This design comes from an exercise in tuning for small area on the open sky130 flow, not from production work. Only simulation tests tie the RTL to the original design; equivalence was not proved. Power is estimated from default activity; no workload was simulated.

==> flow/design.v <==
`timescale 1ns / 1ps
package sdaq_pkg;
   localparam int QUEUE_DEPTH_DEF = 16;
   localparam int TIME_WIDTH_DEF  = 32;
   localparam int ID_W      = 8;
   localparam int DUR_W     = 16;
   localparam int NOW_W     = 32;
   localparam int TPU_W     = 10;
   localparam int PROD_W    = DUR_W + TPU_W;
   localparam int CNT_OUT_W = 5;
   localparam logic [TPU_W-1:0] TPU_RESET = TPU_W'(100);
   localparam int CSR_ADDR_W = 3;
   localparam int CSR_DATA_W = 32;
   localparam logic [0:0] REG_TICKS_PER_UNIT = 1'b0;
   localparam logic OP_SLEEP = 1'b0;
   localparam logic OP_CHECK = 1'b1;
   localparam logic STATUS_OK   = 1'b0;
   localparam logic STATUS_FULL = 1'b1;
   typedef struct packed {
      logic             operation;
      logic [ID_W-1:0]  waiter_id;
      logic [DUR_W-1:0] duration;
      logic [NOW_W-1:0] now;
   } req_type;
   typedef struct packed {
      logic                 woke;
      logic [ID_W-1:0]      woken_id;
      logic                 last;
      logic                 status;
      logic [CNT_OUT_W-1:0] waiting_count;
   } rsp_type;
   typedef enum logic [3:0] {
      S_IDLE,
      S_MUL,
      S_ADD,
      S_SCAN_RD,
      S_SCAN_CMP,
      S_SHIFT_RD,
      S_SHIFT_WR,
      S_INSERT,
      S_CHK_RD,
      S_CHK_CMP,
      S_REPLY
   } state_type;
endpackage
`timescale 1ns / 1ps
module sdaq_ram #(
   parameter int WIDTH = 8,
   parameter int DEPTH = 16
) (
   input  logic                     clock,
   input  logic                     we,
   input  logic [$clog2(DEPTH)-1:0] waddr,
   input  logic [WIDTH-1:0]         wdata,
   input  logic [$clog2(DEPTH)-1:0] raddr,
   output logic [WIDTH-1:0]         rdata
);
   logic [WIDTH-1:0] mem [DEPTH];
   logic [WIDTH-1:0] rdata_ff;
   always_ff @(posedge clock) begin
      if (we) begin
         mem[waddr] <= wdata;
      end
      rdata_ff <= mem[raddr];
   end
   assign rdata = rdata_ff;
endmodule
`timescale 1ns / 1ps
import sdaq_pkg::*;
module sorted_deadline_alarm_queue #(
   parameter int QUEUE_DEPTH = QUEUE_DEPTH_DEF,
   parameter int TIME_WIDTH  = TIME_WIDTH_DEF
) (
   input  logic                  clock,
   input  logic                  reset,
   input  logic                  req_valid,
   output logic                  req_stall,
   input  sdaq_pkg::req_type     req_data,
   output logic                  rsp_valid,
   input  logic                  rsp_stall,
   output sdaq_pkg::rsp_type     rsp_data,
   input  logic                  psel,
   input  logic                  penable,
   input  logic                  pwrite,
   input  logic [CSR_ADDR_W-1:0] paddr,
   input  logic [CSR_DATA_W-1:0] pwdata,
   output logic [CSR_DATA_W-1:0] prdata,
   output logic                  pready
);
   localparam int ENT_W = TIME_WIDTH + ID_W;    
   localparam int W     = 4;                    
   localparam int L     = ENT_W / W;            
   localparam int DLC   = TIME_WIDTH / W;       
   localparam int CW    = $clog2(L);
   localparam int NR    = 15;                   
   localparam logic [2:0] S_IDLE = 3'd0;
   localparam logic [2:0] S_DROP = 3'd1;
   localparam logic [2:0] S_CALC = 3'd2;
   localparam logic [2:0] S_SCAN = 3'd3;
   localparam logic [2:0] S_POP  = 3'd4;
   localparam logic [2:0] S_INS  = 3'd5;
   logic [TPU_W-1:0] tpu_ff;
   logic             csr_wr;
   logic             csr_hit;
   assign pready  = 1'b1;
   assign csr_hit = (paddr[CSR_ADDR_W-1:2] == REG_TICKS_PER_UNIT);
   assign csr_wr  = psel && penable && pwrite;
   assign prdata  = csr_hit ? CSR_DATA_W'(tpu_ff) : '0;
   always_ff @(posedge clock) begin
      if (reset) begin
         tpu_ff <= TPU_RESET;
      end else if (csr_wr && csr_hit) begin
         tpu_ff <= pwdata[TPU_W-1:0];
      end
   end
   logic [2:0]      state_ff;
   logic [CW-1:0]   c_ff;         
   logic [3:0]      q_ff;         
   logic [4:0]      n_ff;         
   logic [4:0]      i_ff;         
   logic            rsp_valid_ff;
   logic            woke_ff, flag_ff;    
   logic [ID_W-1:0] id_ff;
   logic            c_last, op, inloop;
   assign c_last = c_ff[3] && c_ff[0];
   assign op     = req_data.operation;
   assign inloop = !((state_ff == S_CALC) || (state_ff == S_INS) ||
                     ((state_ff == S_SCAN) && !op));
   logic [W*NR*L-1:0] ring_ff;
   logic [W*L-1:0]    s_ff;
   logic [W-1:0]      x, tap, s_out, y, s_in;
   assign x     = ring_ff[W-1:0];
   assign tap   = ring_ff[W*L +: W];
   assign s_out = s_ff[W-1:0];
   always_ff @(posedge clock) begin
      ring_ff <= {y, ring_ff[W*NR*L-1:W]};
      s_ff    <= {s_in, s_ff[W*L-1:W]};
   end
   logic f1_ff, f2_ff;
   logic [W*L-1:0] dur_v, new_v;
   logic [W-1:0]   a, b, sum, new_lane;
   logic           cy_in, cy_out;
   logic           calc, c0, pass_now, first, idc, rbit;
   assign calc     = (state_ff == S_CALC);
   assign c0       = (c_ff == '0);
   assign dur_v    = (W*L)'(req_data.duration);
   assign new_v    = {req_data.waiter_id, req_data.now};
   assign new_lane = c_ff[3] ? (c_ff[0] ? new_v[39:36] : new_v[35:32])
                             : new_v[W*c_ff[2:0] +: W];
   assign pass_now = i_ff[4];
   assign first    = (i_ff == 5'd6);
   assign rbit     = tpu_ff[~i_ff[3:0]];
   assign idc      = calc && pass_now && c_ff[3];
   always_comb begin
      if (!calc) begin
         a = tap;
         b = ~(op ? new_lane : s_out);
      end else begin
         if (first || idc) begin
            a = '0;
         end else if (pass_now) begin
            a = s_out;
         end else begin
            a = {s_out[W-2:0], c0 ? 1'b0 : f2_ff};
         end
         if (pass_now) begin
            b = new_lane;
         end else begin
            b = (rbit && !c_ff[3] && !c_ff[2]) ? dur_v[W*c_ff[1:0] +: W] : '0;
         end
      end
      cy_in = (c0 || idc) ? !calc : f1_ff;
      {cy_out, sum} = {1'b0, a} + {1'b0, b} + (W+1)'(cy_in);
   end
   logic nz, later, cmp_end;
   assign cmp_end = (c_ff[2:0] == 3'd7);
   assign nz      = (c0 ? 1'b0 : f2_ff) | (|sum);
   assign later   = nz && !sum[W-1];
   always_ff @(posedge clock) begin
      f1_ff <= cy_out;
      f2_ff <= calc ? s_out[W-1] : nz;
   end
   assign y    = inloop ? s_out : x;
   assign s_in = calc   ? sum :
                 inloop ? x   : s_out;
   logic pop_go, scan_eval, scan_done, accept;
   assign pop_go    = (state_ff == S_POP) && (q_ff == 4'd0) && !rsp_valid_ff;
   assign scan_eval = (i_ff != '0) || (q_ff == (inloop ? 4'd15 : 4'd14));
   assign scan_done = (i_ff == n_ff) || later;
   logic [3:0] q_inc;
   logic [4:0] i_step, n_step;
   logic       down;
   assign down   = (state_ff == S_POP);
   assign q_inc  = ((state_ff == S_INS) ? i_ff[3:0] : q_ff) + 1'b1;
   assign i_step = i_ff + {{4{down}}, 1'b1};
   assign n_step = n_ff + {{4{down}}, 1'b1};
   always_comb begin
      accept = 1'b0;
      case (state_ff)
         S_IDLE: accept = !rsp_valid_ff && !op && (n_ff == 5'd16);
         S_SCAN: accept = op && cmp_end && scan_eval && scan_done;
         S_INS:  accept = c_last;
         default: accept = 1'b0;
      endcase
   end
   assign req_stall = !accept;
   always_ff @(posedge clock) begin
      if (pop_go && c_last) begin
         id_ff <= {x, s_ff[W*L-1 -: W]};
      end
   end
   logic emit, scan_hit;
   assign scan_hit = cmp_end && scan_eval && scan_done;
   assign emit     = (req_valid && accept && (state_ff == S_IDLE)) ||
                     ((state_ff == S_INS) && c_last) ||
                     (scan_hit && op && (i_ff == '0)) ||
                     (pop_go && c_last);
   always_ff @(posedge clock) begin
      if (emit) begin
         woke_ff <= (state_ff == S_POP);
         flag_ff <= (state_ff == S_IDLE);    
      end
   end
   always_ff @(posedge clock) begin
      if (reset) begin
         state_ff     <= S_IDLE;
         c_ff         <= '0;
         q_ff         <= '0;
         n_ff         <= '0;
         rsp_valid_ff <= 1'b0;
      end else begin
         c_ff         <= c_last ? '0 : c_ff + 1'b1;
         rsp_valid_ff <= emit || (rsp_valid_ff && rsp_stall);
         if (c_last) begin
            q_ff <= q_inc;
         end
         case (state_ff)
            S_IDLE: begin
               if (req_valid && !rsp_valid_ff && !accept && c_last) begin
                  state_ff <= op ? S_SCAN : S_DROP;
                  i_ff     <= '0;
               end
            end
            S_DROP: begin
               if (c_last && (q_ff == 4'd15)) begin
                  state_ff <= S_CALC;
                  i_ff     <= 5'd6;
               end
            end
            S_CALC: begin
               if (c_last) begin
                  if (pass_now) begin
                     state_ff <= S_SCAN;
                     i_ff     <= '0;
                  end else begin
                     i_ff <= i_step;
                  end
               end
            end
            S_SCAN: begin
               if (scan_hit) begin
                  state_ff <= !op ? S_INS : (i_ff == '0) ? S_IDLE : S_POP;
               end else if (cmp_end && scan_eval) begin
                  i_ff <= i_step;
               end
            end
            S_INS: begin
               if (c_last) begin
                  state_ff <= S_IDLE;
                  q_ff     <= q_inc;
                  n_ff     <= n_step;
               end
            end
            S_POP: begin
               if (pop_go && c_last) begin
                  n_ff <= n_step;
                  q_ff <= q_ff;    
                  i_ff <= i_step;
                  if (i_ff == 5'd1) begin
                     state_ff <= S_IDLE;
                  end
               end
            end
            default: begin
               state_ff <= S_IDLE;
            end
         endcase
      end
   end
   assign rsp_valid              = rsp_valid_ff;
   assign rsp_data.woke          = woke_ff;
   assign rsp_data.woken_id      = woke_ff ? id_ff : '0;
   assign rsp_data.last          = !(woke_ff && (state_ff == S_POP));
   assign rsp_data.status        = flag_ff;
   assign rsp_data.waiting_count = n_ff;
endmodule
clock: 10.0 ns
lec_check: 0
abc_area: 1
cap_margin: 20
core_margin: 2
core_utilization: 40
cts_buf_list: sky130_fd_sc_hd__clkbuf_8
cts_cluster_diameter: 60
cts_cluster_size: 20
slew_margin: 20
standard.sh (not shown) runs the stock make flow with config.mk's settings and CLKGATE_MAP_FILE= SYNTH_SCRIPT=/design/flow/synth_recipe.tcl, a recipe that flattens the netlist after the stock synthesis.
==> flow/flow/run.sh <==
#!/bin/bash
# The standard layout (the standard.sh: ORFS from synthesis to the
# final layout) with three changes: the port buffers are made of the
# smallest buffer cell, clock tree synthesis inserts no dummy loads, and the
# constant outputs share the single tie cell synthesis made.
set -e
export BUFFER_PORTS_ARGS="-buffer_cell sky130_fd_sc_hd__buf_1"
export SKIP_REPAIR_TIE_FANOUT=1
export CTS_ARGS="-sink_clustering_enable -repair_clock_nets -buf_list sky130_fd_sc_hd__clkbuf_8 -sink_clustering_size 20 -sink_clustering_max_diameter 80 -dont_use_dummy_load"
bash standard.sh > standard.log 2>&1
Rerun with:
--- a/flow/flow/run.sh
+++ b/flow/flow/run.sh
@@ -7,4 +7,4 @@
 export BUFFER_PORTS_ARGS="-buffer_cell sky130_fd_sc_hd__buf_1"
 export SKIP_REPAIR_TIE_FANOUT=1
-export CTS_ARGS="-sink_clustering_enable -repair_clock_nets -buf_list sky130_fd_sc_hd__clkbuf_8 -sink_clustering_size 20 -sink_clustering_max_diameter 80 -dont_use_dummy_load"
+export CTS_ARGS="-sink_clustering_enable -repair_clock_nets -buf_list sky130_fd_sc_hd__clkbuf_8 -sink_clustering_size 20 -sink_clustering_max_diameter 60 -dont_use_dummy_load"
 bash standard.sh > standard.log 2>&1
Settings changed: ABC_AREA 1 to not set.
Via count goes down by about 3.3%.
Non-clock buffer count goes up by 1.
Critical path depth goes down by 4.
Utilization goes up by 0.12 points.
Final area goes up by about 0.5%.
Setup slack degrades by 680 ps.
Cell count goes down by about 6%.
Routed wire length goes up by about 4.4%.
Rerun with:
Settings changed: ABC_AREA set to 1.
The new run completed without violations.
Global-route usage is lower by 0.28 points.
Design area is lower by about 0.45%.
Maximum frequency is higher by about 10%.
Die area is lower by 0.51%.
Setup slack gets better by 680 ps.
Area after synthesis is lower by about 0.5%.
Hold slack gets better by 4.0 ps.
Core utilization is about the same.
Power is higher by 7.2%.
Final cell count is higher by 6.5%.

## what the ideal ports hide
Ports are ideal in the flow. The routed layouts listed here were re-timed in OpenROAD.
Step 1 assumes that a clkbuf_16 drives the clock port and a buf_2 every other input.
Step 2 times the ports against the registers' clock, not the clock port: input delays grow and output delays shrink by t, the midpoint of the rising clock arrivals with the driver on.
a / b / c = no drivers / after step 1 / after step 2; a / b = the first two.
run	t, ns	slack for setup (ns)	latest minus earliest clock arrival (ns)
the first run	0.592	3.132 / 3.108 / 3.108	0.074 / 0.075
the second run	0.606	2.448 / 2.427 / 2.427	0.062 / 0.062
the third run	0.601	3.130 / 3.106 / 3.106	0.057 / 0.057
After both steps setup and hold are still met in every run listed.
